Source: an optimization exercise on an open RTL-to-GDS flow (aim: small area, a short achievable clock period and few clock cycles). Production flows keep margins and buffers that such runs may drop.
In this exercise RTL edits were held to simulation tests only and were not proved equivalent to the original.
Power is estimated from default activity; no workload was simulated.

==> flow/design.v <==
`default_nettype none
package mcs51_pkg;
  localparam int IRAM_SIZE_DEFAULT = 128;
  localparam logic [7:0] SFR_SP  = 8'h81;
  localparam logic [7:0] SFR_PSW = 8'hD0;
  localparam logic [7:0] SFR_ACC = 8'hE0;
  localparam logic [7:0] SFR_B   = 8'hF0;
  localparam logic [7:0] SP_RESET = 8'h07;
  localparam logic [3:0] EA_PASS = 4'd0;
  localparam logic [3:0] EA_ADD  = 4'd1;
  localparam logic [3:0] EA_ADDC = 4'd2;
  localparam logic [3:0] EA_SUBB = 4'd3;
  localparam logic [3:0] EA_AND  = 4'd4;
  localparam logic [3:0] EA_OR   = 4'd5;
  localparam logic [3:0] EA_XOR  = 4'd6;
  localparam logic [3:0] EA_INC  = 4'd7;
  localparam logic [3:0] EA_DEC  = 4'd8;
  localparam logic [3:0] EA_CPL  = 4'd9;
  localparam logic [3:0] EA_CLR  = 4'd10;
  localparam logic [3:0] EA_CLRC = 4'd11;
  localparam logic [3:0] EA_SETC = 4'd12;
  localparam logic [1:0] ES_IMM = 2'd0;
  localparam logic [1:0] ES_MEM = 2'd1;
  localparam logic [1:0] ES_ACC = 2'd2;
  localparam logic [1:0] ED_NONE = 2'd0;
  localparam logic [1:0] ED_ACC  = 2'd1;
  localparam logic [1:0] ED_MEM  = 2'd2;
endpackage
`default_nettype wire
`timescale 1ns/1ps
`default_nettype none
import mcs51_pkg::*;
module mcs51_core #(
  parameter int IRAM_SIZE = mcs51_pkg::IRAM_SIZE_DEFAULT
) (
  input  logic        clk,
  input  logic        reset_n,
  output logic [15:0] code_addr,
  input  logic [7:0]  code_rdata,
  output logic [7:0]  sfr_raddr,
  input  logic [7:0]  sfr_rdata,
  output logic [7:0]  sfr_waddr,
  output logic [7:0]  sfr_wdata,
  output logic        sfr_we
);
  localparam logic [1:0] F_OPC = 2'd0;
  localparam logic [1:0] F_B1  = 2'd1;
  localparam logic [1:0] F_B2  = 2'd2;
  logic [7:0] iram [128];
  logic [31:0] rn_one;   
  logic [7:0] acc;
  logic [7:1] psw;       
  logic [7:0] b_reg;
  logic [7:0] sp_reg;
  logic [15:0] pc;
  logic [1:0]  fst;
  logic [7:0]  f_opc;
  logic [7:0]  f_op1;
  logic        r_v;
  logic [3:0]  r_alu;
  logic [1:0]  r_src;
  logic [1:0]  r_dst;
  logic [7:0]  r_imm;
  logic        r_rn;     
  logic [7:0]  raddr;    
  logic        x_v;
  logic [3:0]  x_alu;
  logic [7:0]  x_reg;    
  logic        x_int;    
  logic [7:0]  waddr;
  logic        x_wr_acc;
  logic        x_wr_iram;
  logic        x_wr_psw;
  logic        x_wr_b;
  logic        x_wr_sp;
  logic        x_wr_cy;
  assign code_addr = pc;
  function automatic logic [1:0] op_length(input logic [7:0] op);
    casez (op)
      8'h02, 8'h75:
        op_length = 2'd3;
      8'h74, 8'hE5, 8'hF5, 8'h24, 8'h34, 8'h94, 8'h54, 8'h44, 8'h64,
      8'h80, 8'h40, 8'h50, 8'h60, 8'h70, 8'b0111_1???, 8'b1101_1???:
        op_length = 2'd2;
      default:
        op_length = 2'd1;
    endcase
  endfunction
  function automatic logic [8:0] exec_ctl(input logic [7:0] op);
    casez (op)
      8'h04:        exec_ctl = {1'b1, EA_INC,  ES_ACC, ED_ACC};
      8'b0000_1???: exec_ctl = {1'b1, EA_INC,  ES_MEM, ED_MEM};
      8'h14:        exec_ctl = {1'b1, EA_DEC,  ES_ACC, ED_ACC};
      8'h24:        exec_ctl = {1'b1, EA_ADD,  ES_IMM, ED_ACC};
      8'b0010_1???: exec_ctl = {1'b1, EA_ADD,  ES_MEM, ED_ACC};
      8'h34:        exec_ctl = {1'b1, EA_ADDC, ES_IMM, ED_ACC};
      8'b0011_1???: exec_ctl = {1'b1, EA_ADDC, ES_MEM, ED_ACC};
      8'h44:        exec_ctl = {1'b1, EA_OR,   ES_IMM, ED_ACC};
      8'b0100_1???: exec_ctl = {1'b1, EA_OR,   ES_MEM, ED_ACC};
      8'h54:        exec_ctl = {1'b1, EA_AND,  ES_IMM, ED_ACC};
      8'b0101_1???: exec_ctl = {1'b1, EA_AND,  ES_MEM, ED_ACC};
      8'h64:        exec_ctl = {1'b1, EA_XOR,  ES_IMM, ED_ACC};
      8'b0110_1???: exec_ctl = {1'b1, EA_XOR,  ES_MEM, ED_ACC};
      8'h74:        exec_ctl = {1'b1, EA_PASS, ES_IMM, ED_ACC};
      8'h75:        exec_ctl = {1'b1, EA_PASS, ES_IMM, ED_MEM};
      8'b0111_1???: exec_ctl = {1'b1, EA_PASS, ES_IMM, ED_MEM};
      8'h94:        exec_ctl = {1'b1, EA_SUBB, ES_IMM, ED_ACC};
      8'b1001_1???: exec_ctl = {1'b1, EA_SUBB, ES_MEM, ED_ACC};
      8'hC3:        exec_ctl = {1'b1, EA_CLRC, ES_ACC, ED_NONE};
      8'hD3:        exec_ctl = {1'b1, EA_SETC, ES_ACC, ED_NONE};
      8'b1101_1???: exec_ctl = {1'b1, EA_DEC,  ES_MEM, ED_MEM};
      8'hE4:        exec_ctl = {1'b1, EA_CLR,  ES_ACC, ED_ACC};
      8'hE5:        exec_ctl = {1'b1, EA_PASS, ES_MEM, ED_ACC};
      8'b1110_1???: exec_ctl = {1'b1, EA_PASS, ES_MEM, ED_ACC};
      8'hF4:        exec_ctl = {1'b1, EA_CPL,  ES_ACC, ED_ACC};
      8'hF5:        exec_ctl = {1'b1, EA_PASS, ES_ACC, ED_MEM};
      8'b1111_1???: exec_ctl = {1'b1, EA_PASS, ES_ACC, ED_MEM};
      default:      exec_ctl = {1'b0, EA_PASS, ES_ACC, ED_NONE};
    endcase
  endfunction
  function automatic logic is_ext_sfr(input logic [7:0] a);
    is_ext_sfr = a[7] && (a != SFR_SP) && (a != SFR_PSW) && (a != SFR_ACC) && (a != SFR_B);
  endfunction
  logic [1:0] bank_eff;
  logic [6:0] addr_eff;
  logic [7:0] iram_rd;
  logic [7:0] res;
  logic       fwd_iram;
  logic [7:0] acc_fwd;
  logic [7:0] x_next;
  logic       r_int;
  assign bank_eff = x_wr_psw ? x_reg[4:3] : psw[4:3];
  assign addr_eff = r_rn ? {2'b00, bank_eff, raddr[2:0]} : raddr[6:0];
  assign iram_rd  = iram[addr_eff];
  logic       fwd_hit;   
  assign fwd_iram = fwd_hit;
  assign acc_fwd  = x_wr_acc ? res : acc;
  assign r_int    = raddr[7] && !is_ext_sfr(raddr);
  always_comb begin
    case (r_src)
      ES_IMM:  x_next = r_imm;
      ES_MEM:  x_next = raddr[7] ? sfr_rdata : (fwd_iram ? res : iram_rd);
      default: x_next = acc_fwd;
    endcase
  end
  logic       cy_in;
  logic [7:0] addend;
  logic [4:0] sum_lo;
  logic [4:0] sum_hi;
  logic       is_sub;
  logic       acc_par;
  logic [7:0] int_rd;
  assign acc_par = ^acc;
  always_comb begin
    case (waddr)
      SFR_ACC: int_rd = acc;
      SFR_B:   int_rd = b_reg;
      SFR_PSW: int_rd = {psw, acc_par};
      default: int_rd = sp_reg;
    endcase
  end
  assign is_sub = (x_alu == EA_SUBB);
  assign addend = is_sub ? ~x_reg : x_reg;
  always_comb begin
    case (x_alu)
      EA_ADDC: cy_in = psw[7];
      EA_SUBB: cy_in = !psw[7];
      default: cy_in = 1'b0;
    endcase
  end
  assign sum_lo = {1'b0, acc[3:0]} + {1'b0, addend[3:0]} + {4'd0, cy_in};
  assign sum_hi = {1'b0, acc[7:4]} + {1'b0, addend[7:4]} + {4'd0, sum_lo[4]};
  always_comb begin
    case (x_alu)
      EA_ADD, EA_ADDC, EA_SUBB: res = {sum_hi[3:0], sum_lo[3:0]};
      EA_AND:  res = acc & x_reg;
      EA_OR:   res = acc | x_reg;
      EA_XOR:  res = acc ^ x_reg;
      EA_INC:  res = x_reg + 8'd1;
      EA_DEC:  res = x_reg - 8'd1;
      EA_CPL:  res = ~x_reg;
      EA_CLR:  res = 8'h00;
      default: res = x_int ? int_rd : x_reg;
    endcase
  end
  logic x_flags;
  assign x_flags = x_v && ((x_alu == EA_ADD) || (x_alu == EA_ADDC) || (x_alu == EA_SUBB));
  always_ff @(posedge clk) begin
    if (x_wr_iram) iram[waddr[6:0]] <= res;
    if (x_wr_iram && (waddr[6:5] == 2'b00)) rn_one[waddr[4:0]] <= (res == 8'h01);
  end
  always_ff @(posedge clk or negedge reset_n) begin
    if (!reset_n) begin
      acc    <= 8'h00;
      psw    <= 7'h00;
      b_reg  <= 8'h00;
      sp_reg <= SP_RESET;
    end else begin
      if (x_wr_acc) acc <= res;
      if (x_wr_b) b_reg <= res;
      if (x_wr_sp) sp_reg <= res;
      if (x_wr_psw) begin
        psw <= res[7:1];
      end else begin
        if (x_flags) begin
          psw[7] <= is_sub ? !sum_hi[4] : sum_hi[4];
          psw[6] <= is_sub ? !sum_lo[4] : sum_lo[4];
          psw[2] <= (acc[7] == addend[7]) && (res[7] != acc[7]);
        end
        if (x_v && (x_alu == EA_CLRC)) psw[7] <= 1'b0;
        if (x_v && (x_alu == EA_SETC)) psw[7] <= 1'b1;
      end
    end
  end
  always_ff @(posedge clk or negedge reset_n) begin
    if (!reset_n) begin
      x_v       <= 1'b0;
      x_alu     <= EA_PASS;
      x_reg     <= 8'h00;
      x_int     <= 1'b0;
      waddr     <= 8'h00;
      x_wr_acc  <= 1'b0;
      x_wr_iram <= 1'b0;
      x_wr_psw  <= 1'b0;
      x_wr_b    <= 1'b0;
      x_wr_sp   <= 1'b0;
      x_wr_cy   <= 1'b0;
    end else begin
      x_v       <= r_v;
      x_alu     <= r_alu;
      x_reg     <= x_next;
      x_int     <= (r_src == ES_MEM) && r_int;
      waddr     <= {raddr[7], addr_eff};
      x_wr_acc  <= r_v && ((r_dst == ED_ACC) || ((r_dst == ED_MEM) && (raddr == SFR_ACC)));
      x_wr_iram <= r_v && (r_dst == ED_MEM) && !raddr[7];
      x_wr_psw  <= r_v && (r_dst == ED_MEM) && (raddr == SFR_PSW);
      x_wr_b    <= r_v && (r_dst == ED_MEM) && (raddr == SFR_B);
      x_wr_sp   <= r_v && (r_dst == ED_MEM) && (raddr == SFR_SP);
      x_wr_cy   <= r_v && ((r_alu == EA_ADD) || (r_alu == EA_ADDC) || (r_alu == EA_SUBB) ||
                           (r_alu == EA_CLRC) || (r_alu == EA_SETC) ||
                           ((r_dst == ED_MEM) && (raddr == SFR_PSW)));
    end
  end
  logic [7:0]  dop;
  logic [1:0]  len;
  logic [8:0]  ctl;
  logic [15:0] pc_inc;
  logic [15:0] pc_rel;
  logic        is_rn2;
  logic        is_djnz;
  logic        is_jcc;
  logic        cond;
  logic        cond_hz;
  logic        djnz_hz;
  logic        stall;
  logic        taken;
  logic        pend;
  logic [1:0]  pend_kind;
  logic [15:0] pend_tgt;
  logic        pend_taken;
  assign dop     = (fst == F_OPC) ? code_rdata : f_opc;
  assign len     = op_length(dop);
  assign ctl     = exec_ctl(dop);
  assign pc_inc  = pc + 16'd1;
  logic [8:0]  rel_lo;
  logic [7:0]  hi_p1;
  logic [7:0]  hi_m1;
  assign rel_lo = {1'b0, pc_inc[7:0]} + {1'b0, code_rdata};
  assign hi_p1  = pc_inc[15:8] + 8'd1;
  assign hi_m1  = pc_inc[15:8] - 8'd1;
  always_comb begin
    case ({rel_lo[8], code_rdata[7]})
      2'b10:   pc_rel = {hi_p1, rel_lo[7:0]};
      2'b01:   pc_rel = {hi_m1, rel_lo[7:0]};
      default: pc_rel = {pc_inc[15:8], rel_lo[7:0]};
    endcase
  end
  assign is_rn2  = (f_opc[7:3] == 5'b0111_1) || (f_opc[7:3] == 5'b1101_1);
  assign is_djnz = (f_opc[7:3] == 5'b1101_1);
  assign is_jcc  = (f_opc == 8'h40) || (f_opc == 8'h50) || (f_opc == 8'h60) || (f_opc == 8'h70);
  function automatic logic jcond(input logic [1:0] kind, input logic [7:0] a, input logic c);
    case (kind)
      2'd0:    jcond = c;
      2'd1:    jcond = !c;
      2'd2:    jcond = (a == 8'h00);
      default: jcond = (a != 8'h00);
    endcase
  endfunction
  assign cond       = jcond(f_opc[5:4], acc, psw[7]);
  assign cond_hz    = f_opc[5] ? x_wr_acc : x_wr_cy;
  logic       r_wr_iram;
  logic       nx_rn;
  logic [7:0] nx_raddr;
  logic [6:0] nx_eff;
  logic       djnz_hz_q;
  assign r_wr_iram = r_v && (r_dst == ED_MEM) && !raddr[7];
  always_comb begin
    nx_rn    = r_rn;
    nx_raddr = raddr;
    if (fst == F_OPC) begin
      nx_rn    = 1'b1;
      nx_raddr = {5'b00000, code_rdata[2:0]};
    end else if (fst == F_B1 && !is_rn2) begin
      nx_rn    = 1'b0;
      nx_raddr = code_rdata;
    end
  end
  assign nx_eff  = nx_rn ? {2'b00, bank_eff, nx_raddr[2:0]} : nx_raddr[6:0];
  assign djnz_hz = djnz_hz_q;
  assign pend_taken = pend && jcond(pend_kind, acc, psw[7]);
  assign stall      = (fst == F_B1) && is_djnz && djnz_hz;
  always_comb begin
    if (f_opc == 8'h80) taken = 1'b1;
    else if (is_djnz) taken = !rn_one[addr_eff[4:0]];
    else taken = is_jcc && !cond_hz && cond;
  end
  logic issue;
  always_comb begin
    case (fst)
      F_OPC:   issue = (len == 2'd1) && !pend_taken;
      F_B1:    issue = (len == 2'd2) && !stall;
      default: issue = 1'b1;
    endcase
  end
  always_ff @(posedge clk or negedge reset_n) begin
    if (!reset_n) begin
      pc        <= 16'h0000;
      fst       <= F_OPC;
      f_opc     <= 8'h00;
      f_op1     <= 8'h00;
      pend      <= 1'b0;
      djnz_hz_q <= 1'b0;
      fwd_hit   <= 1'b0;
      pend_kind <= 2'd0;
      pend_tgt  <= 16'h0000;
      r_v       <= 1'b0;
      r_alu     <= EA_PASS;
      r_src     <= ES_ACC;
      r_dst     <= ED_NONE;
      r_imm     <= 8'h00;
      r_rn      <= 1'b0;
      raddr     <= 8'h00;
      sfr_we    <= 1'b0;
      sfr_waddr <= 8'h00;
      sfr_wdata <= 8'h00;
    end else begin
      sfr_we    <= 1'b0;
      pend      <= 1'b0;
      fwd_hit   <= r_wr_iram && !nx_raddr[7] && (addr_eff == nx_eff);
      djnz_hz_q <= (fst == F_OPC) && r_wr_iram && (addr_eff == nx_eff);
      r_v    <= issue && ctl[8];
      if (issue) begin
        r_alu <= ctl[7:4];
        r_src <= ctl[3:2];
        r_dst <= ctl[1:0];
        r_imm <= code_rdata;
      end
      case (fst)
        F_OPC: begin
          if (pend_taken) begin
            pc <= pend_tgt;
          end else begin
            pc    <= pc_inc;
            f_opc <= code_rdata;
            raddr <= {5'b00000, code_rdata[2:0]};
            r_rn  <= 1'b1;
            if (len != 2'd1) fst <= F_B1;
          end
        end
        F_B1: begin
          if (!stall) begin
            pc    <= taken ? pc_rel : pc_inc;
            f_op1 <= code_rdata;
            if (!is_rn2) begin
              raddr <= code_rdata;
              r_rn  <= 1'b0;
            end
            if (len == 2'd3) fst <= F_B2;
            else fst <= F_OPC;
            if (is_jcc && cond_hz) begin
              pend      <= 1'b1;
              pend_kind <= f_opc[5:4];
              pend_tgt  <= pc_rel;
            end
            if (f_opc == 8'hF5 && is_ext_sfr(code_rdata)) begin
              sfr_we    <= 1'b1;
              sfr_waddr <= code_rdata;
              sfr_wdata <= acc_fwd;
            end
          end
        end
        default: begin
          pc  <= pc_inc;
          fst <= F_OPC;
          if (f_opc == 8'h02) pc <= {f_op1, code_rdata};
          if (f_opc == 8'h75 && is_ext_sfr(f_op1)) begin
            sfr_we    <= 1'b1;
            sfr_waddr <= f_op1;
            sfr_wdata <= code_rdata;
          end
        end
      endcase
    end
  end
  assign sfr_raddr = raddr;
endmodule
`default_nettype wire
==> flow/flow/run.sh <==
#!/bin/bash
# The standard ORFS layout, with timing repair aimed past the clock period
# (repair_timing's setup margin) so that the achieved period is shorter.
set -euo pipefail
bash standard.sh SETUP_SLACK_MARGIN=6.5 finish > standard_flow.log 2>&1
==> flow/standard.sh <==
#!/bin/bash
# synth_recipe.tcl (not shown) runs the flow's synth.tcl, then flattens the netlist and writes it again
# the make line also repeats each setting of config.mk as NAME=value (left out here)
make -C /OpenROAD-flow-scripts/flow DESIGN_CONFIG=/design/flow/config.mk WORK_HOME=/design/flow/orfs CLKGATE_MAP_FILE= SYNTH_SCRIPT=/design/flow/synth_recipe.tcl "${@:-finish}"
==> flow/config.mk <==
export PLATFORM = sky130hd
export DESIGN_NAME = mcs51_core
export DESIGN_NICKNAME = mcs51_core
export VERILOG_FILES = /design/flow/design.v
export SDC_FILE = /design/flow/constraint.sdc
export NUM_CORES = 4
export LEC_CHECK = 0
export CAP_MARGIN = 20
export CORE_MARGIN = 2
export CORE_UTILIZATION = 40
export SLEW_MARGIN = 20
==> flow/constraint.sdc <==
create_clock -name core_clock -period 10.0 [get_ports {clk}]
set_input_delay 2.0000 -clock core_clock [delete_from_list [all_inputs] [get_ports {clk}]]
set_output_delay 2.0000 -clock core_clock [all_outputs]
set_load 0.01 [all_outputs]
==> run_results.csv, run 1 <==
group,metric,value,unit
outcome,outcome,"no timing/DRC/antenna violations",
grt,grt_max_degree,96,
critical_path,worst_path_largest_cell_delay,0.37,ns
grt,antenna_found_initial,7,
placement,io_buffers,58,
yosys,yosys.area.top_type,"edfxtp_1",
yosys,synth.top_cell.area_share,60.60,%
clock_tree,h-tree-depth,4,
placement,dpl.hpwl,82.14,mm
clock_tree,cts_sinks,1213,
yosys,yosysWarnings,1,
yosys,synth_cells,3101,
timing,timing.final.crit_share,46.64,%
hold_path,min_path_type,"flip-flop to flip-flop",
critical_path,cp.required,10.63,ns
clock_tree,cts_tree,"yes",
critical_path,critical_path_class,"primary input to flip-flop",
yosys,synth_seq_area_share,68.12,%
yosys,avgSynthCellArea,16.87,um2
yosys,synth_area_leaders,"edfxtp_1, mux4_2, dfrtp_1",
detailed_routing,first_pass_iters,5,
floorplan,die_height,365.7,um
timing,worst_pin_slew,1.196,ns
final_layout,instances_no_fill,5359,
clock_tree,clk_pin_slew,0.06,ns
grt,grt_pass1_vias,30960,
pwr,power.leakage,22.59,nW
timing,worst_slack,5.336,ns
timing,setup_violations,0,
critical_path,worst_setup_path_end_kind,"flip-flop",
floorplan,start_util,40.36,%
placement,gp_congestion,0.8913,
timing,slew_violations,0,
critical_path,cp_max_fo,6,
floorplan,row_count,132,
floorplan,die_w,365.7,um
clock_tree,cts-root-buf,"clkbuf_16",
clock_tree,clk_latency,0.75,ns
yosys,synth-edff-count,1056,
grt,grt_pass1_wl,219.7,mm
final_layout,final_nets,3593,
clock_tree,cts.path.max_buffers,3,
placement,placed_cells,4784,
detailed_routing,drc,0,
final_layout,final_util,50.49,%
timing,hold_viol_final,0,
pwr,irDropWorstVdd,300.2,uV
critical_path,crit_chain,"buf_6, buf_6, ha_4, inv_2, fa_2, nor2b_2, o21ai_2, a21boi_2, o21a_1, o21ai_2, nand2b_1, a21oi_2, ha_4, buf_6, ha_4, nand3b_1, o211ai_1, a41oi_2, buf_4, a211o_1, xor2_2, o22ai_1",
timing,fin_worst_skew,0.02881,ns
critical_path,cpMaxStageDelayCell,"fa_2",
floorplan,io_pins,59,
yosys,syn_area,0.05233,mm2
detailed_routing,avgViaCountPerCell,5.924,
yosys,syn_nets,3177,
placement,place_area,0.05521,mm2
floorplan,core,0.1296,mm2
detailed_routing,vias,31750,
yosys,async_flop_share,12.94,%
clock_tree,ctsHoldBuffers,0,
final_layout,largest_reg_flops,1024,
detailed_routing,wirelength,157.8,mm
critical_path,critPathArrivalTime,5.30,ns
grt,gr-total-overflow,0,
detailed_routing,dr.first_iter.drc_count,3749,
timing,worst_hold_slack,0.4094,ns
placement,pre_cts_ws,3.079,ns
clock_tree,cts-buffers-inserted,132,
yosys,synth_ff_type,"edfxtp_1",
critical_path,worstSetupStartpointType,"primary input",
yosys,ys_ff_latch,1213,
yosys,yosysUniqueCellTypes,82,
timing,rsz0062_at_grt,"yes",
detailed_routing,ant_nets,0,
pwr,power_density,378.3,mW/mm2
run,max_cap_violations,0,
pwr,power,24.76,mW
final_layout,synthToLayoutAreaGrowth,25.11,%
timing,final.min_clock_period,4.664,ns
timing,maxSlewHeadroom,20.11,%
timing,fin_tns_setup,0,ns
floorplan,dieArea,0.1337,mm2
detailed_routing,avgRoutedWirePerCell,29.45,um
final_layout,finalInstanceArea,0.06546,mm2
timing,max_freq,214.4,MHz
final_layout,drive_gt1_share,32.92,%
grt,grt_util_all_layers,22.83,%
==> worst max-delay path, delay by kind of cell <==
kind            cells  cell delay, ns
fa+ha+maj           4            0.95
simple gates        3            0.28
compound gates      9            1.36
xor+xnor            1            0.19
buf+inv             5            0.51
==> final cells by class <==
class / count / area [um2]
Fill cell: 10480 / 64190
Sequential cell: 1213 / 35700
Multi-Input combinational cell: 1649 / 16840
Timing Repair Buffer: 439 / 6289
Clock buffer: 172 / 3567
Tap cell: 1742 / 2180
Clock inverter: 60 / 410.4
Inverter: 64 / 310.3
Timing Repair inverter: 18 / 160.2
Antenna cell: 2 / 5.005
==> cells in the final DEF, fill, tap and decap left out, types with 18 or more instances in the layout <==
| cell | instances |
|---|---|
| buf_6 | 76 |
| mux2_2 | 37 |
| nor3_1 | 24 |
| o21ai_2 | 26 |
| clkinv_1 | 31 |
| nand3_1 | 59 |
| mux2_4 | 22 |
| nor2_1 | 247 |
| o21ai_0 | 68 |
| a21oi_2 | 18 |
| dfrtp_1 | 125 |
| nand2_1 | 195 |
| mux2i_1 | 47 |
| dfrtp_2 | 21 |
| edfxtp_1 | 1056 |
| a21oi_1 | 77 |
| a31oi_1 | 20 |
| o22ai_1 | 20 |
| buf_4 | 152 |
| clkbuf_16 | 164 |
| ha_1 | 40 |
| clkbuf_1 | 32 |
| buf_16 | 54 |
| mux4_2 | 331 |
| buf_12 | 49 |
| dlygate4sd2_1 | 26 |
| inv_1 | 49 |
| nand2b_1 | 20 |
| xnor2_1 | 32 |
==> synthesized netlist by cell type (5+ instances only) <==
cell type  count
ha_1          51
o32ai_1        6
a221oi_1      15
o211ai_1       8
buf_2         38
a211oi_1      13
nand3_1       62
a31oi_1       20
a22oi_1       13
nor3b_1        5
nor2b_1       16
xor2_1        21
a2111oi_0      6
edfxtp_1    1056
o31ai_1       14
a21o_1        17
clkbuf_1     114
a311oi_1       6
o2bb2ai_1      5
o21a_1         8
and2_1        10
nand3b_1       9
a211o_1        5
o21ai_0      108
o22ai_1       21
nand2b_1      20
nor4_1         9
dfrtp_1      153
mux4_2       331
inv_1         60
fa_1           7
nor3_1        30
o22a_1        10
buf_1         20
or2_2          6
nor2_1       250
nor4b_1        6
mux2i_1       54
a21oi_1      101
xnor2_1       37
nand2_1      199
mux2_2        59
a22o_1         6
nand4_1       15
==> logic make-up after synthesis <==
family,count (synthesis),share of synthesized area [%]
XOR/XNOR,58,0.9708
AO/OA/AOI/OAI,424,5.265
adder cells (fa/ha/maj),58,1.487
AND/OR/NAND/NOR,662,5.722
flip-flops,1213,68.12
buffers and inverters,242,1.884
multiplexers,444,16.55
==> report_power, final <==
group          internal [mW]  switching (mW)  total [mW]  leakage (nW)
clock network           2.57            2.00        4.57          1.94
logic                   5.94            6.40        12.3          9.13
registers               7.61           0.246        7.86          11.5
total                   16.1            8.64        24.8          22.6
==> worst paths after layout <==
path | start | endpoint | slack, ns | depth (start not counted)
setup / recovery | code_rdata[0] | pc[15] | 5.34 | 22
max in group asynchronous | reset_n | x_alu[0] | 7.17 | 2
setup reg to reg | x_alu[0] | iram[58][6] | 5.55 | 20
min in group asynchronous | reset_n | pc[13] | 1.33 | 1
hold reg to reg | r_alu[3] | x_alu[3] | 0.41 | 0
hold / removal | r_alu[3] | x_alu[3] | 0.41 | 0
==> layer usage <==
layer  global-route usage (%)  up-vias  part of all wire [%]
met3                    5.004      294                   8.7
met4                    7.875        8                   3.6
met1                    31.45    16610                    40
met2                    35.97     1567                    47
li1                         -    13270                     -
met5                        0        -                 0.030
==> what timing repair did <==
action | 4_1_cts | 5_1_grt
endpoints found under the setup margin | 1205 | 1075
resized for setup | 434 | 147
gates cloned | 73 | 44
pin swaps | 77 | 40
buffers inserted | 170 | 54
Testbench counts, summed over its fixed seeds: cycles 39,651.
==> run 2, diff against run 1 <==
--- a/flow/design.v
+++ b/flow/design.v
@@ -348,13 +348,13 @@
       pend      <= 1'b0;
       fwd_hit   <= r_wr_iram && !nx_raddr[7] && (addr_eff == nx_eff);
       djnz_hz_q <= (fst == F_OPC) && r_wr_iram && (addr_eff == nx_eff);
-      r_v    <= issue && ctl[8];
-      if (issue) begin
-        r_alu <= ctl[7:4];
-        r_src <= ctl[3:2];
-        r_dst <= ctl[1:0];
-        r_imm <= code_rdata;
-      end
+      r_v       <= issue && ctl[8];
+      r_alu     <= ctl[7:4];
+      r_src     <= ctl[3:2];
+      r_dst     <= ctl[1:0];
+      r_imm     <= code_rdata;
+      pend_kind <= f_opc[5:4];
+      pend_tgt  <= pc_rel;
       case (fst)
         F_OPC: begin
           if (pend_taken) begin
@@ -377,11 +377,7 @@
             end
             if (len == 2'd3) fst <= F_B2;
             else fst <= F_OPC;
-            if (is_jcc && cond_hz) begin
-              pend      <= 1'b1;
-              pend_kind <= f_opc[5:4];
-              pend_tgt  <= pc_rel;
-            end
+            if (is_jcc && cond_hz) pend <= 1'b1;
             if (f_opc == 8'hF5 && is_ext_sfr(code_rdata)) begin
               sfr_we    <= 1'b1;
               sfr_waddr <= code_rdata;
==> run 2 against run 1 <==
Net effect:
- sequential power fell by 1%
- clock skew decreased by 0.0042 ns
- non-clock buffer count rose by 23
- largest cell class unchanged
- still clean
- critical path depth shrank 4
- highest routed layer is now met4
- die area fell by 0.48%
- register-to-register slack worse by 0.32 ns
- flip-flop and latch count did not move
- worst setup slack worse by 0.11 ns
- synthesized area down 0.49%
- via count increased by 0.17%
- routed wire length grew 1.5%
- utilization is 0.34 points higher
==> run_results.csv, run 2 <==
group,metric,value,unit
floorplan,dieArea,0.1331,mm2
clock_tree,cts-root-buf,"clkbuf_16",
pwr,power.leakage,22.53,nW
critical_path,crit_chain,"nand2_4, nor3_4, xnor2_2, fa_2, fa_2, a21o_1, a21o_1, fa_2, fa_2, a22oi_2, o221ai_1, a31oi_1, and3_1, nor4b_4, buf_6, nand4_4, clkbuf_16, o41ai_4",
critical_path,rrSetupSlack,5.23,ns
floorplan,die_height,364.8,um
pwr,irDropWorstVdd,288.5,uV
run,max_cap_violations,0,
clock_tree,ctsHoldBuffers,0,
critical_path,r2r-start,"x_alu[0]",
critical_path,worst_path_largest_cell_delay,0.47,ns
yosys,synth_area_leaders,"edfxtp_1, mux4_2, dfrtp_1",
yosys,avgSynthCellArea,17.07,um2
timing,slew_violations,0,
hold_path,min_path_cells,0,
floorplan,io_pins,59,
detailed_routing,dr_wl_met3,14.13,mm
critical_path,critPathBufInv,2,
timing,worst_pin_slew,1.410,ns
critical_path,cp_common_cell,"fa_2",
grt,gr-total-overflow,0,
detailed_routing,drt-met1-wl,65.27,mm
timing,maxSlewHeadroom,5.650,%
yosys,yosysWarnings,1,
critical_path,r2r_end,"rn_one[25]",
pwr,seqPwrFrac,30.6,%
critical_path,critPathArrivalTime,5.34,ns
final_layout,drive_gt1_share,33.23,%
detailed_routing,avgViaCountPerCell,5.965,
detailed_routing,met2_length,74.92,mm
clock_tree,cts.path.max_buffers,3,
placement,gp_congestion,0.8710,
final_layout,largest_reg_flops,1024,
timing,fin_tns_setup,0,ns
floorplan,core,0.1293,mm2
hold_path,hold_end,"x_alu[3]",
hold_path,min_from,"r_alu[3]",
yosys,syn_area,0.05207,mm2
yosys,yosysUniqueCellTypes,88,
placement,pre_cts_ws,3.769,ns
clock_tree,clk_latency,0.77,ns
timing,fin_worst_skew,0.02463,ns
final_layout,multiInputGateArea,0.01655,mm2
clock_tree,cts_sinks,1213,
yosys,ys_ff_latch,1213,
grt,grt_util_all_layers,23.54,%
timing,hold_viol_final,0,
clock_tree,cts_tree,"yes",
final_layout,synthToLayoutAreaGrowth,26.25,%
yosys,synth.top_cell.area_share,60.90,%
critical_path,cpMaxStageDelayCell,"dfrtp_4",
floorplan,die_w,364.8,um
timing,worst_slack,5.230,ns
timing,setup_violations,0,
critical_path,critical_path_class,"flip-flop to flip-flop",
yosys,synthMostInstantiatedCell,"edfxtp_1",
clock_tree,h-tree-depth,4,
grt,grt_pass1_vias,30870,
pwr,p_switching,8.884,mW
detailed_routing,drc,0,
detailed_routing,wirelength,160.2,mm
floorplan,start_util,40.26,%
detailed_routing,vias,31800,
critical_path,cp.required,10.57,ns
final_layout,mostFrequentLayoutCells,"edfxtp_1, mux4_2, nor2_1, nand2_1, buf_4",
timing,final.min_clock_period,4.770,ns
detailed_routing,top_layer_used,"met4",
yosys,synth_seq_area_share,68.46,%
timing,rsz0062_at_grt,"yes",
grt,grt_pass1_wl,224.2,mm
detailed_routing,avgRoutedWirePerCell,30.05,um
yosys,synth-edff-count,1056,
grt,antenna_found_initial,4,
outcome,outcome,"no timing/DRC/antenna violations",
pwr,switching_share,35.10,%
yosys,yosys.area.top_type,"edfxtp_1",
detailed_routing,dr.first_iter.drc_count,4114,
hold_path,min_path_type,"flip-flop to flip-flop",
critical_path,worstSetupStartpointType,"flip-flop",
final_layout,nFillCells,10340,
placement,dpl.hpwl,82.23,mm
timing,max_freq,209.6,MHz
critical_path,reg2reg_depth,18,
yosys,synth_ff_type,"edfxtp_1",
clock_tree,cts-buffers-inserted,131,
grt,grt_max_degree,89,
yosys,syn_nets,3126,
pwr,combPwrFrac,50.3,%
pwr,p_int,16.43,mW
yosys,synth_cells,3050,
floorplan,row_count,132,
critical_path,worst_setup_path_end_kind,"flip-flop",
final_layout,final_common_cell,"edfxtp_1",
clock_tree,clk_pin_slew,0.06,ns
pwr,power_density,385.0,mW/mm2
detailed_routing,first_pass_iters,5,
pwr,power.clock.fraction,19.1,%
yosys,synth_commonest_cells,"edfxtp_1, mux4_2, nor2_1",
yosys,async_flop_share,12.94,%
final_layout,regArea,0.03570,mm2
detailed_routing,ant_nets,0,
final_layout,final_nets,3557,
placement,io_buffers,58,
critical_path,path_delay_family,"adder cells",
timing,timing.final.crit_share,47.70,%
critical_path,cp_max_fo,8,
run 2: cell count changes after synthesis, moves of 7 or more:
cell      delta
nor2_1      -25
o31ai_1      +8
or3_1        +7
mux2_2      -27
and3_1      +13
a21oi_1      -8
clkbuf_1    -12
buf_2        +9
nor3_1      +13
o21ai_0     -18
mux2i_1     -11
run 2: worst register-to-register path, stage by stage, from the launching register on:
cell and delay (ns):
dfrtp_4 0.47, nand2_4 0.08, nor3_4 0.28, xnor2_2 0.11, fa_2 0.37, fa_2 0.37
a21o_1 0.17, a21o_1 0.20, fa_2 0.39, fa_2 0.45, a22oi_2 0.12, o221ai_1 0.12
a31oi_1 0.29, and3_1 0.23, nor4b_4 0.20, buf_6 0.15, nand4_4 0.13, clkbuf_16 0.23
o41ai_4 0.21
run 2: worst max-delay path by stage:
stage,startpoint,endpoint,depth (start not counted)
2_1_floorplan,x_alu[0],b_reg[6],17
3_3_place_gp,code_rdata[2],pc[14],20
3_5_place_dp,code_rdata[2],pc[14],20
4_1_cts,code_rdata[0],pc[15],23
5_1_grt,x_alu[0],rn_one[25],18
6_report,x_alu[0],rn_one[25],18
run 2: logic make-up (layout without fill, tap and decap cells):
group           after synthesis  in the layout  share of synthesized area (%)
simple gates                668            669                          5.962
other cells                   0              5                              0
buf+inv                     244            777                          1.994
xor+xnor                     57             57                         0.9588
flops                      1213           1213                          68.46
mux                         409            409                          15.97
compound gates              401            401                          5.169
fa+ha+maj                    58             58                          1.495
run 2: routing by layer:
metal | vias to the layer above | GRT usage, %
li1 | 13130 | -
met1 | 16830 | 32.93
met2 | 1534 | 36.47
met3 | 314 | 4.988
met4 | 0 | 8.499
met5 | - | 0
run 2: per-stage QoR:
stage	std cells	util [%]	power, mW	hold WS (ns)	area [um2]
3_3_place_gp	4722	42.38	13.56	0.3724	54810
6_report	5331	50.83	25.31	0.3825	65740
2_1_floorplan	3050	-	11.53	0.3519	52460
4_1_cts	5240	49.55	23.95	0.3887	64070
5_1_grt	5326	50.83	25.98	0.3963	65730
3_5_place_dp	4722	42.39	13.68	0.3750	54820
run 2: cell type report:
| type | instances | share of cell area [%] |
|---|---|---|
| Sequential cell | 1213 | 54.30 |
| Timing Repair Buffer | 462 | 10.16 |
| Antenna cell | 5 | 0.01903 |
| Clock inverter | 63 | 1.075 |
| Clock buffer | 173 | 5.367 |
| Multi-Input combinational cell | 1594 | 25.17 |
| Tap cell | 1742 | 3.316 |
| Inverter | 64 | 0.4263 |
| Timing Repair inverter | 15 | 0.1713 |
run 2: timing repair:
action                                 in CTS  in global routing
cloned                                     93                 14
setup endpoints to repair                1183               1042
buffers inserted                          189                 72
pin swaps                                  56                 59
gates resized for setup                   430                154
endpoints found under the hold margin       0                  0
run 2: power by group through the flow:
stage                     clock (mW)  sequential (mW)  combinational [mW]
after floorplan                    0             7.86                3.67
after global placement             0             8.01                5.55
after detailed placement           0             8.02                5.67
after CTS                       4.87             7.74                11.3
after global routing            5.08             7.76                13.1
final                           4.83             7.75                12.7
Testbench counts of run 2, summed over its fixed seeds: cycles 39,651.
==> run 3, diff against run 2 <==
--- a/flow/design.v
+++ b/flow/design.v
@@ -64,7 +64,6 @@
   logic        r_rn;     
   logic [7:0]  raddr;    
   logic        x_v;
-  logic [3:0]  x_alu;
   logic [7:0]  x_reg;    
   logic        x_int;    
   logic [7:0]  waddr;
@@ -74,6 +73,21 @@
   logic        x_wr_b;
   logic        x_wr_sp;
   logic        x_wr_cy;
+  logic        x_arith;
+  logic        x_sub;
+  logic        x_usecy;
+  logic        x_and;
+  logic        x_or;
+  logic        x_xor;
+  logic        x_inc;
+  logic        x_dec;
+  logic        x_cpl;
+  logic        x_pass;
+  logic        x_clrc;
+  logic        x_setc;
+  logic        wb_we;
+  logic [6:0]  wb_addr;
+  logic [7:0]  wb_data;
   assign code_addr = pc;
   function automatic logic [1:0] op_length(input logic [7:0] op);
     casez (op)
@@ -134,15 +148,23 @@
   assign iram_rd  = iram[addr_eff];
   logic       fwd_hit;   
   assign fwd_iram = fwd_hit;
+  logic       wb_hit;    
+  assign wb_hit   = wb_we && (wb_addr == addr_eff);
   assign acc_fwd  = x_wr_acc ? res : acc;
   assign r_int    = raddr[7] && !is_ext_sfr(raddr);
+  logic       sel_ram;
+  logic       sel_res;
+  logic [7:0] x_early;
+  assign sel_ram = (r_src == ES_MEM) && !raddr[7] && !fwd_iram && !wb_hit;
+  assign sel_res = ((r_src == ES_MEM) && !raddr[7] && fwd_iram) || ((r_src == ES_ACC) && x_wr_acc);
   always_comb begin
     case (r_src)
-      ES_IMM:  x_next = r_imm;
-      ES_MEM:  x_next = raddr[7] ? sfr_rdata : (fwd_iram ? res : iram_rd);
-      default: x_next = acc_fwd;
+      ES_IMM:  x_early = r_imm;
+      ES_MEM:  x_early = raddr[7] ? sfr_rdata : wb_data;
+      default: x_early = acc;
     endcase
   end
+  assign x_next = sel_ram ? iram_rd : (sel_res ? res : x_early);
   logic       cy_in;
   logic [7:0] addend;
   logic [4:0] sum_lo;
@@ -159,35 +181,25 @@
       default: int_rd = sp_reg;
     endcase
   end
-  assign is_sub = (x_alu == EA_SUBB);
-  assign addend = is_sub ? ~x_reg : x_reg;
-  always_comb begin
-    case (x_alu)
-      EA_ADDC: cy_in = psw[7];
-      EA_SUBB: cy_in = !psw[7];
-      default: cy_in = 1'b0;
-    endcase
-  end
+  assign is_sub = x_sub;
+  assign addend = x_reg ^ {8{x_sub}};
+  assign cy_in  = x_usecy && (psw[7] ^ x_sub);
   assign sum_lo = {1'b0, acc[3:0]} + {1'b0, addend[3:0]} + {4'd0, cy_in};
   assign sum_hi = {1'b0, acc[7:4]} + {1'b0, addend[7:4]} + {4'd0, sum_lo[4]};
-  always_comb begin
-    case (x_alu)
-      EA_ADD, EA_ADDC, EA_SUBB: res = {sum_hi[3:0], sum_lo[3:0]};
-      EA_AND:  res = acc & x_reg;
-      EA_OR:   res = acc | x_reg;
-      EA_XOR:  res = acc ^ x_reg;
-      EA_INC:  res = x_reg + 8'd1;
-      EA_DEC:  res = x_reg - 8'd1;
-      EA_CPL:  res = ~x_reg;
-      EA_CLR:  res = 8'h00;
-      default: res = x_int ? int_rd : x_reg;
-    endcase
-  end
+  assign res = ({8{x_arith}} & {sum_hi[3:0], sum_lo[3:0]}) |
+               ({8{x_and}} & (acc & x_reg)) |
+               ({8{x_or}} & (acc | x_reg)) |
+               ({8{x_xor}} & (acc ^ x_reg)) |
+               ({8{x_inc}} & (x_reg + 8'd1)) |
+               ({8{x_dec}} & (x_reg - 8'd1)) |
+               ({8{x_cpl}} & ~x_reg) |
+               ({8{x_pass && !x_int}} & x_reg) |
+               ({8{x_pass && x_int}} & int_rd);
   logic x_flags;
-  assign x_flags = x_v && ((x_alu == EA_ADD) || (x_alu == EA_ADDC) || (x_alu == EA_SUBB));
+  assign x_flags = x_arith;
   always_ff @(posedge clk) begin
-    if (x_wr_iram) iram[waddr[6:0]] <= res;
-    if (x_wr_iram && (waddr[6:5] == 2'b00)) rn_one[waddr[4:0]] <= (res == 8'h01);
+    if (wb_we) iram[wb_addr] <= wb_data;
+    if (wb_we && (wb_addr[6:5] == 2'b00)) rn_one[wb_addr[4:0]] <= (wb_data == 8'h01);
   end
   always_ff @(posedge clk or negedge reset_n) begin
     if (!reset_n) begin
@@ -207,30 +219,30 @@
           psw[6] <= is_sub ? !sum_lo[4] : sum_lo[4];
           psw[2] <= (acc[7] == addend[7]) && (res[7] != acc[7]);
         end
-        if (x_v && (x_alu == EA_CLRC)) psw[7] <= 1'b0;
-        if (x_v && (x_alu == EA_SETC)) psw[7] <= 1'b1;
+        if (x_clrc) psw[7] <= 1'b0;
+        if (x_setc) psw[7] <= 1'b1;
       end
     end
   end
   always_ff @(posedge clk or negedge reset_n) begin
     if (!reset_n) begin
       x_v       <= 1'b0;
-      x_alu     <= EA_PASS;
-      x_reg     <= 8'h00;
-      x_int     <= 1'b0;
-      waddr     <= 8'h00;
       x_wr_acc  <= 1'b0;
       x_wr_iram <= 1'b0;
       x_wr_psw  <= 1'b0;
       x_wr_b    <= 1'b0;
       x_wr_sp   <= 1'b0;
       x_wr_cy   <= 1'b0;
+      x_arith   <= 1'b0;
+      x_clrc    <= 1'b0;
+      x_setc    <= 1'b0;
+      wb_we     <= 1'b0;
     end else begin
+      wb_we     <= x_wr_iram;
+      x_arith   <= r_v && ((r_alu == EA_ADD) || (r_alu == EA_ADDC) || (r_alu == EA_SUBB));
+      x_clrc    <= r_v && (r_alu == EA_CLRC);
+      x_setc    <= r_v && (r_alu == EA_SETC);
       x_v       <= r_v;
-      x_alu     <= r_alu;
-      x_reg     <= x_next;
-      x_int     <= (r_src == ES_MEM) && r_int;
-      waddr     <= {raddr[7], addr_eff};
       x_wr_acc  <= r_v && ((r_dst == ED_ACC) || ((r_dst == ED_MEM) && (raddr == SFR_ACC)));
       x_wr_iram <= r_v && (r_dst == ED_MEM) && !raddr[7];
       x_wr_psw  <= r_v && (r_dst == ED_MEM) && (raddr == SFR_PSW);
@@ -241,6 +253,28 @@
                            ((r_dst == ED_MEM) && (raddr == SFR_PSW)));
     end
   end
+  always_ff @(posedge clk) begin
+    wb_addr   <= waddr[6:0];
+    wb_data   <= res;
+    x_sub     <= (r_alu == EA_SUBB);
+    x_usecy   <= (r_alu == EA_ADDC) || (r_alu == EA_SUBB);
+    x_and     <= (r_alu == EA_AND);
+    x_or      <= (r_alu == EA_OR);
+    x_xor     <= (r_alu == EA_XOR);
+    x_inc     <= (r_alu == EA_INC);
+    x_dec     <= (r_alu == EA_DEC);
+    x_cpl     <= (r_alu == EA_CPL);
+    x_pass    <= (r_alu == EA_PASS);
+    x_reg     <= x_next;
+    x_int     <= (r_src == ES_MEM) && r_int;
+    waddr     <= {raddr[7], addr_eff};
+    r_alu     <= ctl[7:4];
+    r_src     <= ctl[3:2];
+    r_dst     <= ctl[1:0];
+    r_imm     <= code_rdata;
+    pend_kind <= f_opc[5:4];
+    pend_tgt  <= pc_rel;
+  end
   logic [7:0]  dop;
   logic [1:0]  len;
   logic [8:0]  ctl;
@@ -262,19 +296,24 @@
   assign len     = op_length(dop);
   assign ctl     = exec_ctl(dop);
   assign pc_inc  = pc + 16'd1;
-  logic [8:0]  rel_lo;
+  logic [4:0]  rel_l;
+  logic [4:0]  rel_h0;
+  logic [4:0]  rel_h1;
+  logic [4:0]  rel_h;
   logic [7:0]  hi_p1;
   logic [7:0]  hi_m1;
-  assign rel_lo = {1'b0, pc_inc[7:0]} + {1'b0, code_rdata};
+  logic        up;
+  logic        dn;
+  assign rel_l  = {1'b0, pc_inc[3:0]} + {1'b0, code_rdata[3:0]};
+  assign rel_h0 = {1'b0, pc_inc[7:4]} + {1'b0, code_rdata[7:4]};
+  assign rel_h1 = {1'b0, pc_inc[7:4]} + {1'b0, code_rdata[7:4]} + 5'd1;
+  assign rel_h  = ({5{!rel_l[4]}} & rel_h0) | ({5{rel_l[4]}} & rel_h1);
   assign hi_p1  = pc_inc[15:8] + 8'd1;
   assign hi_m1  = pc_inc[15:8] - 8'd1;
-  always_comb begin
-    case ({rel_lo[8], code_rdata[7]})
-      2'b10:   pc_rel = {hi_p1, rel_lo[7:0]};
-      2'b01:   pc_rel = {hi_m1, rel_lo[7:0]};
-      default: pc_rel = {pc_inc[15:8], rel_lo[7:0]};
-    endcase
-  end
+  assign up     = rel_h[4] && !code_rdata[7];
+  assign dn     = !rel_h[4] && code_rdata[7];
+  assign pc_rel = {({8{up}} & hi_p1) | ({8{dn}} & hi_m1) | ({8{!up && !dn}} & pc_inc[15:8]),
+                   rel_h[3:0], rel_l[3:0]};
   assign is_rn2  = (f_opc[7:3] == 5'b0111_1) || (f_opc[7:3] == 5'b1101_1);
   assign is_djnz = (f_opc[7:3] == 5'b1101_1);
   assign is_jcc  = (f_opc == 8'h40) || (f_opc == 8'h50) || (f_opc == 8'h60) || (f_opc == 8'h70);
@@ -311,7 +350,7 @@
   assign stall      = (fst == F_B1) && is_djnz && djnz_hz;
   always_comb begin
     if (f_opc == 8'h80) taken = 1'b1;
-    else if (is_djnz) taken = !rn_one[addr_eff[4:0]];
+    else if (is_djnz) taken = wb_hit ? (wb_data != 8'h01) : !rn_one[addr_eff[4:0]];
     else taken = is_jcc && !cond_hz && cond;
   end
   logic issue;
@@ -331,13 +370,7 @@
       pend      <= 1'b0;
       djnz_hz_q <= 1'b0;
       fwd_hit   <= 1'b0;
-      pend_kind <= 2'd0;
-      pend_tgt  <= 16'h0000;
       r_v       <= 1'b0;
-      r_alu     <= EA_PASS;
-      r_src     <= ES_ACC;
-      r_dst     <= ED_NONE;
-      r_imm     <= 8'h00;
       r_rn      <= 1'b0;
       raddr     <= 8'h00;
       sfr_we    <= 1'b0;
@@ -349,12 +382,6 @@
       fwd_hit   <= r_wr_iram && !nx_raddr[7] && (addr_eff == nx_eff);
       djnz_hz_q <= (fst == F_OPC) && r_wr_iram && (addr_eff == nx_eff);
       r_v       <= issue && ctl[8];
-      r_alu     <= ctl[7:4];
-      r_src     <= ctl[3:2];
-      r_dst     <= ctl[1:0];
-      r_imm     <= code_rdata;
-      pend_kind <= f_opc[5:4];
-      pend_tgt  <= pc_rel;
       case (fst)
         F_OPC: begin
           if (pend_taken) begin
==> run 3 against run 2 <==
Net effect:
- the layout now fails its checks (max-capacitance violations, max-slew violations)
- cell count decreased by 4.1%
- worst hold slack lost 0.027 ns
- flip-flop and latch count increased by 23
- die area grew 0.35%
- worst setup slack better by 0.95 ns
- critical path type unchanged
==> run_results.csv, run 3 <==
group,metric,value,unit
final_layout,antenna_cells,0,
yosys,async_flop_share,8.495,%
clock_tree,cts-buffers-inserted,131,
pwr,irDropWorstVdd,192.0,uV
grt,antenna_found_initial,0,
placement,pre_cts_ws,4.362,ns
final_layout,final_nets,3343,
grt,grt_pass1_wl,200.0,mm
timing,fin_worst_skew,0.02340,ns
clock_tree,cts-root-buf,"clkbuf_16",
yosys,synthMostInstantiatedCell,"edfxtp_1",
critical_path,worst_setup_path_end_kind,"flip-flop",
floorplan,row_count,132,
grt,grt_max_degree,104,
final_layout,largest_reg_flops,1024,
yosys,avgSynthCellArea,16.71,um2
pwr,power.clock.fraction,32.2,%
yosys,synth.top_cell.area_share,60.68,%
yosys,ys_ff_latch,1236,
detailed_routing,avgViaCountPerCell,5.758,
placement,io_buffers,58,
pwr,power,14.87,mW
outcome,so_faults,"max-capacitance violations, max-slew violations",
yosys,synth_ff_type,"edfxtp_1",
grt,grt_pass1_vias,28850,
critical_path,cp.required,10.66,ns
pwr,p_switching,4.402,mW
yosys,yosys.area.top_type,"edfxtp_1",
floorplan,die_height,365.4,um
floorplan,io_pins,59,
timing,worst_pin_slew,1.632,ns
grt,grt_util_all_layers,20.39,%
clock_tree,cts_tree,"yes",
detailed_routing,dr.first_iter.drc_count,3388,
floorplan,core,0.1296,mm2
timing,slew_violations,4,
clock_tree,cts_sinks,1236,
hold_path,min_path_type,"flip-flop to flip-flop",
yosys,synth_commonest_cells,"edfxtp_1, mux4_2, nor2_1",
detailed_routing,avgRoutedWirePerCell,26.71,um
yosys,yosysWarnings,1,
timing,setup_violations,0,
clock_tree,cts.path.max_buffers,3,
pwr,p_int,10.47,mW
clock_tree,h-tree-depth,4,
critical_path,worstSetupStartpointType,"flip-flop",
critical_path,reg2reg_depth,16,
timing,hold_viol_final,0,
placement,place_area,0.05468,mm2
hold_path,min_path_cells,0,
detailed_routing,wirelength,136.6,mm
pwr,seqPwrFrac,46.5,%
final_layout,mostFrequentLayoutCells,"edfxtp_1, mux4_2, nor2_1, nand2_1, clkbuf_16",
outcome,outcome,"finished with violations",
detailed_routing,vias,29450,
final_layout,synthToLayoutAreaGrowth,16.24,%
detailed_routing,first_pass_iters,7,
placement,gp_congestion,0.8832,
yosys,syn_area,0.05226,mm2
yosys,synth-edff-count,1056,
yosys,synth_cells,3128,
detailed_routing,drc,0,
timing,final.min_clock_period,3.818,ns
final_layout,drive_gt1_share,25.89,%
yosys,syn_nets,3197,
timing,max_freq,261.9,MHz
clock_tree,clk_latency,0.76,ns
timing,rsz0062_at_grt,"yes",
yosys,synth_area_leaders,"edfxtp_1, mux4_2, dfrtp_1",
grt,gr-total-overflow,0,
clock_tree,ctsHoldBuffers,0,
timing,worst_slack,6.182,ns
yosys,yosysUniqueCellTypes,88,
final_layout,finalInstanceArea,0.06074,mm2
critical_path,critical_path_class,"flip-flop to flip-flop",
critical_path,critPathArrivalTime,4.48,ns
run,max_cap_violations,1,
pwr,switching_share,29.60,%
final_layout,final_common_cell,"edfxtp_1",
yosys,synth_seq_area_share,68.59,%
critical_path,cp_max_fo,3,
timing,timing.final.crit_share,38.18,%
timing,maxSlewHeadroom,-10.29,%
pwr,combPwrFrac,21.4,%
pwr,power_density,244.9,mW/mm2
timing,fin_tns_setup,0,ns
placement,dpl.hpwl,80.76,mm
floorplan,die_w,365.4,um
floorplan,start_util,40.30,%
floorplan,dieArea,0.1335,mm2
clock_tree,clk_pin_slew,0.06,ns
pwr,power.leakage,20.18,nW
detailed_routing,ant_nets,0,
## run 3: changes by cell type in the layout (fill, tap and decap cells not counted), moves of 14 or more
cell        delta
o21ai_1       +24
dfxtp_1       +65
buf_6         -42
dfrtp_1       -49
buf_4         -70
o31ai_4       -14
nor2_1        +48
nand3_1       -16
mux2_4        -15
clkinvlp_4    -28
buf_16        -76
buf_12        -42
a21oi_1       +42
## run 3: area by class of cell
type	count	area [um2]
fill	10950	68910
sequential	1236	35920
multi-input combinational	1640	16020
clock buffer	173	3611
tap	1742	2180
timing repair buffer	202	2142
clock inverter	58	626.9
inverter	63	245.2
## run 3: final timing paths
kind | start | endpoint | slack [ns]
min in group asynchronous | reset_n | sfr_wdata[4] | 1.32
worst max register to register | psw[7] | psw[2] | 6.18
worst min register to register | waddr[2] | wb_addr[2] | 0.36
worst max-delay path | psw[7] | psw[2] | 6.18
worst min-delay path | waddr[2] | wb_addr[2] | 0.36
max in group asynchronous | reset_n | x_wr_psw | 7.42
## run 3: what timing repair did
item | CTS | global route
setup buffers | 82 | 14
setup endpoints to repair | 122 | 77
gates cloned | 5 | 3
pin swaps | 35 | 37
resized for setup | 229 | 95
## run 3: per-stage QoR
step	utilization, %	instances	hold WS, ns
6_report	46.85	5114	0.3557
4_1_cts	46.44	5097	0.3504
3_5_place_dp	42.18	4779	0.3403
3_3_place_gp	42.18	4779	0.3372
2_1_floorplan	-	3128	0.3290
5_1_grt	46.85	5114	0.3678
## run 3: power by group through the flow
stage	logic (mW)	registers [mW]	clock network [mW]
floorplan	1.67	6.95	0
global placement	2.56	7.06	0
detailed placement	2.59	7.07	0
CTS	3.03	6.90	4.85
global route	3.43	6.95	5.06
finish	3.18	6.91	4.78
## run 3: cell families after synthesis
family,count (synthesis),synth area share [%]
flops,1236,68.59
compound gates,440,5.318
mux,386,15.33
xor+xnor,77,1.291
buf+inv,255,2.102
fa+ha+maj,51,1.307
simple gates,683,6.055
## run 3: worst max-delay path, stage by stage, from the launching register on
cell and delay [ns]:
dfrtp_2 0.41, xor2_1 0.14, and2_4 0.14, fa_2 0.36, fa_2 0.35, a21o_1 0.18
a21o_1 0.19, fa_2 0.38, buf_6 0.13, a21o_1 0.18, a21oi_2 0.13, xnor2_1 0.10
a211oi_1 0.26, and3_4 0.28, xnor2_2 0.07, or3_4 0.34, a22oi_2 0.12
## run 3: metal layers
layer | global-route usage, % | up-vias | wire [um]
li1 | - | 12690 | -
met5 | 0 | - | 0
met4 | 6.528 | 0 | 4294
met1 | 28.93 | 15310 | 58100
met3 | 4.005 | 220 | 9872
met2 | 31.75 | 1224 | 64330
Testbench counts of run 3, summed over its fixed seeds: cycles 39,651.
==> run 4, diff against run 3 <==
==> flow/flow/run.sh (replaced) <==
#!/bin/bash
# The standard ORFS layout, with timing repair aimed past the clock period
# (repair_timing's setup margin) and without gate cloning, which can leave
# an overloaded driver after the last design repair.
set -euo pipefail
bash standard.sh SETUP_SLACK_MARGIN=6.5 SKIP_GATE_CLONING=1 finish > standard_flow.log 2>&1
==> run 4 against run 3 <==
Net effect:
- the run now finishes clean
- count of clock-buffer cells in the layout did not move
- largest cell class unchanged
- synthesized cell count unchanged
- via count is 0.21% higher
- cell count is 0.37% higher
- synthesized area unchanged
- register-to-register slack hardly changed
==> run_results.csv, run 4 <==
group,metric,value,unit
pwr,p_int,10.49,mW
timing,setup_violations,0,
yosys,yosysUniqueCellTypes,88,
outcome,outcome,"no timing/DRC/antenna violations",
yosys,async_flop_share,8.495,%
yosys,synth.top_cell.area_share,60.68,%
yosys,synth-edff-count,1056,
timing,worst_slack,6.184,ns
clock_tree,cts_sinks,1236,
pwr,power.clock.fraction,32.1,%
grt,grt_pass1_vias,28810,
placement,gp_congestion,0.8832,
pwr,p_switching,4.408,mW
yosys,syn_nets,3197,
pwr,power.leakage,20.29,nW
critical_path,cp.required,10.66,ns
detailed_routing,ant_nets,0,
yosys,synthMostInstantiatedCell,"edfxtp_1",
timing,fin_worst_skew,0.02456,ns
yosys,synth_seq_area_share,68.59,%
detailed_routing,avgViaCountPerCell,5.748,
yosys,yosysWarnings,1,
detailed_routing,dr.first_iter.drc_count,3295,
yosys,synth_ff_type,"edfxtp_1",
final_layout,drive_gt1_share,26.25,%
detailed_routing,drc,0,
critical_path,crit_chain,"xor2_1, and2_4, fa_2, fa_2, a21o_1, a21o_1, fa_2, buf_6, a21o_1, a21oi_2, xnor2_1, a211oi_1, and3_4, xnor2_2, or3_4, a22oi_2",
clock_tree,clk_latency,0.75,ns
floorplan,start_util,40.30,%
floorplan,die_height,365.4,um
grt,gr-total-overflow,0,
clock_tree,ctsHoldBuffers,0,
yosys,synth_area_leaders,"edfxtp_1, mux4_2, dfrtp_1",
clock_tree,clk_pin_slew,0.06,ns
timing,rsz0062_at_grt,"yes",
clock_tree,cts-buffers-inserted,131,
floorplan,die_w,365.4,um
yosys,ys_ff_latch,1236,
critical_path,critPathArrivalTime,4.47,ns
critical_path,cpMaxStageDelayCell,"dfrtp_2",
yosys,synth_commonest_cells,"edfxtp_1, mux4_2, nor2_1",
timing,final.min_clock_period,3.816,ns
critical_path,critical_path_class,"flip-flop to flip-flop",
critical_path,worstSetupStartpointType,"flip-flop",
final_layout,synthToLayoutAreaGrowth,16.52,%
grt,grt_pass1_wl,200.1,mm
final_layout,largest_reg_flops,1024,
pwr,combPwrFrac,21.5,%
grt,grt_max_degree,104,
yosys,avgSynthCellArea,16.71,um2
grt,grt_util_all_layers,20.41,%
pwr,switching_share,29.59,%
critical_path,cp_max_fo,3,
clock_tree,cts-root-buf,"clkbuf_16",
detailed_routing,avgRoutedWirePerCell,26.51,um
timing,fin_tns_setup,0,ns
timing,hold_viol_final,0,
critical_path,worst_path_largest_cell_delay,0.41,ns
timing,max_freq,262.1,MHz
clock_tree,cts.path.max_buffers,3,
yosys,yosys.area.top_type,"edfxtp_1",
yosys,synth_cells,3128,
pwr,power_density,244.7,mW/mm2
floorplan,core,0.1296,mm2
final_layout,antenna_cells,0,
timing,maxSlewHeadroom,28.85,%
placement,io_buffers,58,
pwr,power,14.90,mW
clock_tree,cts_tree,"yes",
timing,timing.final.crit_share,38.16,%
detailed_routing,wirelength,136.1,mm
final_layout,final_common_cell,"edfxtp_1",
placement,dpl.hpwl,80.76,mm
run,max_cap_violations,0,
pwr,irDropWorstVdd,190.5,uV
clock_tree,h-tree-depth,4,
critical_path,worst_setup_path_end_kind,"flip-flop",
final_layout,mostFrequentLayoutCells,"edfxtp_1, mux4_2, nor2_1, nand2_1, clkbuf_16",
timing,worst_pin_slew,1.065,ns
pwr,seqPwrFrac,46.4,%
final_layout,final_nets,3362,
grt,antenna_found_initial,0,
detailed_routing,vias,29510,
detailed_routing,first_pass_iters,6,
yosys,syn_area,0.05226,mm2
placement,pre_cts_ws,4.362,ns
floorplan,io_pins,59,
floorplan,row_count,132,
hold_path,min_path_type,"flip-flop to flip-flop",
floorplan,dieArea,0.1335,mm2
timing,slew_violations,0,
run 4: cell count changes in the layout (fill, tap and decap cells not counted), moves of 2 or more:
cell,change
clkbuf_16,-2
a22oi_2,-4
buf_12,+7
buf_4,+16
buf_8,+3
a22oi_1,+4
run 4: final cells by class:
type                            count  area [um2]
Tap cell                         1742        2180
Multi-Input combinational cell   1637       15960
Inverter                           63       245.2
Clock buffer                      173        3611
Timing Repair Buffer              224        2346
Clock inverter                     58       626.9
Fill cell                       10940       68760
Sequential cell                  1236       35920
run 4: worst paths after layout:
check | slack, ns | cells past startpoint | endpoint | start
worst max-delay path | 6.18 | 16 | psw[2] | psw[7]
worst min-delay path | 0.35 | 0 | wb_addr[2] | waddr[2]
worst max register to register | 6.18 | 16 | psw[2] | psw[7]
worst min register to register | 0.35 | 0 | wb_addr[2] | waddr[2]
max in group asynchronous | 7.42 | 2 | x_wr_psw | reset_n
min in group asynchronous | 1.32 | 1 | sfr_waddr[1] | reset_n
run 4: metrics by stage:
stage	util, %	hold WS (ns)	area, um2	instances
floorplan	-	0.3290	52430	3128
global placement	42.18	0.3372	54680	4779
detailed placement	42.18	0.3403	54680	4779
CTS	46.48	0.3504	60260	5101
global route	46.96	0.3678	60890	5133
finish	46.96	0.3548	60890	5133
run 4: worst max-delay path: cells and delay by family (launching register included):
family                     cells  cell delay [ns]
AOI/OAI and AO/OA              6             1.06
xor gates and xnor gates       3             0.31
adders and majority gates      3             1.09
buffers and inverters          1             0.13
DFF                            1             0.41
and+or+nand+nor                3             0.75
run 4: cell families after synthesis:
| kind of cell | after synthesis | share of synthesized area [%] |
|---|---|---|
| buffers and inverters | 255 | 2.102 |
| flip-flops | 1236 | 68.59 |
| XOR/XNOR | 77 | 1.291 |
| multiplexers | 386 | 15.33 |
| adder cells (fa/ha/maj) | 51 | 1.307 |
| AND/OR/NAND/NOR | 683 | 6.055 |
| AO/OA/AOI/OAI | 440 | 5.318 |
run 4: power groups by stage:
stage,Combinational [mW],Sequential [mW],Clock [mW]
after floorplan,1.67,6.95,0
after global placement,2.56,7.06,0
after detailed placement,2.59,7.07,0
after CTS,3.04,6.90,4.85
after global routing,3.46,6.94,5.05
final,3.21,6.91,4.78
run 4: what timing repair did:
action	CTS	global route
pin swaps	34	35
setup endpoints to repair	122	68
gates resized for setup	225	95
buffers inserted	91	32
run 4: per-layer routing:
metal  track usage (%)  wire [um]  part of all wire [%]  up-vias
met3             3.551       8948                   6.6      216
met1             29.15      58530                    43    15430
met2             31.91      64420                    47     1151
li1                  -          -                     -    12710
met4             6.552       4161                   3.1        0
met5                 0          0                     0        -
==> run 5, diff against run 4 <==
==> flow/flow/run.sh (replaced) <==
#!/bin/bash
# The standard ORFS layout with two changes: adders are left to ABC as plain
# gates (no full/half-adder cells, which ABC cannot restructure for speed), and
# timing repair aims past the clock period (repair_timing's setup margin).
set -euo pipefail
bash standard.sh SETUP_SLACK_MARGIN=6.5 ADDER_MAP_FILE= finish > standard_flow.log 2>&1
==> run 5 against run 4 <==
Net effect:
- sequential share of layout area about the same
- power rose by 4.8%
- combinational power up 26%
==> run_results.csv, run 5 <==
group,metric,value,unit
yosys,synth_ff_type,"edfxtp_1",
critical_path,crit_chain,"buf_6, buf_8, nand3b_1, buf_4, a211oi_4, buf_4, nor3_2, a211oi_2, nor2_4, buf_4, a211oi_1, nor4_2, o32a_1",
grt,antenna_found_initial,3,
critical_path,cp_common_cell,"buf_4",
detailed_routing,first_pass_iters,8,
timing,slew_violations,0,
grt,gr-total-overflow,0,
final_layout,final_common_cell,"edfxtp_1",
timing,fin_tns_setup,0,ns
detailed_routing,avgViaCountPerCell,5.855,
grt,grt_max_degree,93,
yosys,async_flop_share,8.495,%
floorplan,io_pins,59,
critical_path,cp.required,10.59,ns
yosys,synth_commonest_cells,"edfxtp_1, mux4_2, nor2_1",
timing,setup_violations,0,
timing,max_freq,258.0,MHz
pwr,p_int,10.66,mW
hold_path,min_path_type,"flip-flop to flip-flop",
critical_path,cp_max_fo,5,
critical_path,worstSetupStartpointType,"primary input",
yosys,synth_cells,3138,
placement,place_area,0.05493,mm2
final_layout,drive_gt1_share,25.72,%
yosys,synth.top_cell.area_share,60.54,%
clock_tree,cts_tree,"yes",
placement,gp_congestion,0.8645,
placement,io_buffers,58,
critical_path,cpMaxStageDelayCell,"a211oi_2",
timing,worst_slack,6.124,ns
floorplan,die_height,365.9,um
timing,hold_viol_final,0,
run,max_cap_violations,0,
detailed_routing,drc,0,
pwr,seqPwrFrac,45.5,%
pwr,power.clock.fraction,28.7,%
timing,worst_pin_slew,1.076,ns
timing,rsz0062_at_grt,"yes",
floorplan,core,0.1296,mm2
final_layout,finalInstanceArea,0.06089,mm2
timing,maxSlewHeadroom,27.98,%
floorplan,die_w,365.9,um
yosys,yosysUniqueCellTypes,89,
yosys,synth_area_leaders,"edfxtp_1, mux4_2, dfrtp_1",
detailed_routing,wirelength,141.2,mm
timing,final.min_clock_period,3.876,ns
floorplan,dieArea,0.1339,mm2
outcome,outcome,"no timing/DRC/antenna violations",
pwr,combPwrFrac,25.8,%
timing,fin_worst_skew,0.02678,ns
timing,timing.final.crit_share,38.76,%
critical_path,critical_path_class,"primary input to flip-flop",
placement,dpl.hpwl,80.10,mm
timing,worst_hold_slack,0.3521,ns
critical_path,worst_path_largest_cell_delay,0.41,ns
floorplan,row_count,132,
pwr,p_switching,4.954,mW
pwr,irDropWorstVdd,152.0,uV
pwr,switching_share,31.72,%
final_layout,mostFrequentLayoutCells,"edfxtp_1, mux4_2, nor2_1, nand2_1, clkbuf_16",
yosys,synthMostInstantiatedCell,"edfxtp_1",
yosys,syn_nets,3156,
clock_tree,clk_pin_slew,0.06,ns
yosys,yosys.area.top_type,"edfxtp_1",
final_layout,synthToLayoutAreaGrowth,16.26,%
final_layout,final_nets,3296,
final_layout,final_util,46.97,%
critical_path,worst_setup_path_end_kind,"flip-flop",
detailed_routing,ant_nets,0,
final_layout,nFillCells,10930,
-- run 5: cell type report --
| type | instances | area, um2 | share of cell area (%) |
|---|---|---|---|
| Sequential cell | 1236 | 35920 | 58.99 |
| Timing Repair Buffer | 229 | 2654 | 4.358 |
| Multi-Input combinational cell | 1649 | 16080 | 26.41 |
| Tap cell | 1742 | 2180 | 3.579 |
| Inverter | 41 | 173.9 | 0.2856 |
| Antenna cell | 1 | 2.502 | 0.004110 |
| Clock buffer | 159 | 3358 | 5.515 |
| Clock inverter | 65 | 524.3 | 0.8610 |
-- run 5: timing repair --
item,CTS,global route
gates resized for setup,225,51
buffers inserted,77,17
endpoints found under the setup margin,122,60
cloned,17,3
hold buffers,0,0
pin swaps,33,24
-- run 5: metal layers --
layer	GRT usage [%]	up-vias	wire, um
met3	2.874	186	9553
met5	0	-	13
li1	-	12840	-
met1	30.17	15760	60910
met4	5.192	2	3371
met2	32.75	1197	67400
-- run 5: cells by family after synthesis --
| logic type | Yosys count | synth area share (%) |
|---|---|---|
| compound gates | 464 | 5.826 |
| xor+xnor | 76 | 1.323 |
| fa+ha+maj | 6 | 0.1147 |
| buf+inv | 253 | 1.940 |
| flops | 1236 | 68.43 |
| mux | 424 | 16.40 |
| simple gates | 679 | 5.958 |
-- run 5: critical path, delay by kind of cell --
kind,cells,cell delay [ns]
compound gates,4,1.27
simple gates,4,0.46
buf+inv,5,0.71
-- run 5: path summary, 6_finish.rpt --
| check | from | end | slack [ns] | cells past startpoint |
|---|---|---|---|---|
| setup / recovery | code_rdata[0] | pc[10] | 6.12 | 13 |
| hold / removal | waddr[0] | wb_addr[0] | 0.35 | 0 |
| setup reg to reg | raddr[1] | pc[10] | 6.38 | 10 |
| hold reg to reg | waddr[0] | wb_addr[0] | 0.35 | 0 |
| max in group asynchronous | reset_n | x_wr_psw | 7.30 | 2 |
| min in group asynchronous | reset_n | pc[4] | 1.27 | 1 |
-- run 5: power groups by stage --
stage / clock network [mW] / registers, mW / logic (mW)
after CTS: 4.55 / 7.10 / 3.93
after global placement: 0 / 7.28 / 3.39
after detailed placement: 0 / 7.30 / 3.42
final: 4.48 / 7.11 / 4.03
after global routing: 4.74 / 7.16 / 4.29
after floorplan: 0 / 7.00 / 2.34
-- run 5: metrics by stage --
stage | cells | power, mW
after CTS | 5100 | 15.58
final | 5122 | 15.62
after detailed placement | 4782 | 10.72
after floorplan | 3138 | 9.343
after global placement | 4781 | 10.68
after global routing | 5122 | 16.19

[separate check: timing with driven ports]
How much do the figures lean on ideal ports? The routed layouts below were timed once more, with nothing changed but the port constraints.
Step 1 sets driving cells, clkbuf_16 on the clock port and buf_2 on the other inputs (assumed; they add their load-dependent delay and slew).
Step 2 times the ports against the registers' clock, not the clock port: input delays grow and output delays shrink by t, the midpoint of the rising clock arrivals with the driver on.
Three values: ideal ports, drivers, drivers and shift; two values: the first two.
run	t (ns)	setup WS [ns]
run 1	0.809	5.336 / 5.369 / 4.560
run 2	0.833	5.230 / 5.230 / 4.536
run 3	0.803	6.182 / 6.182 / 5.414
run 4	0.807	6.184 / 6.184 / 5.444
run 5	0.785	6.124 / 6.159 / 5.374
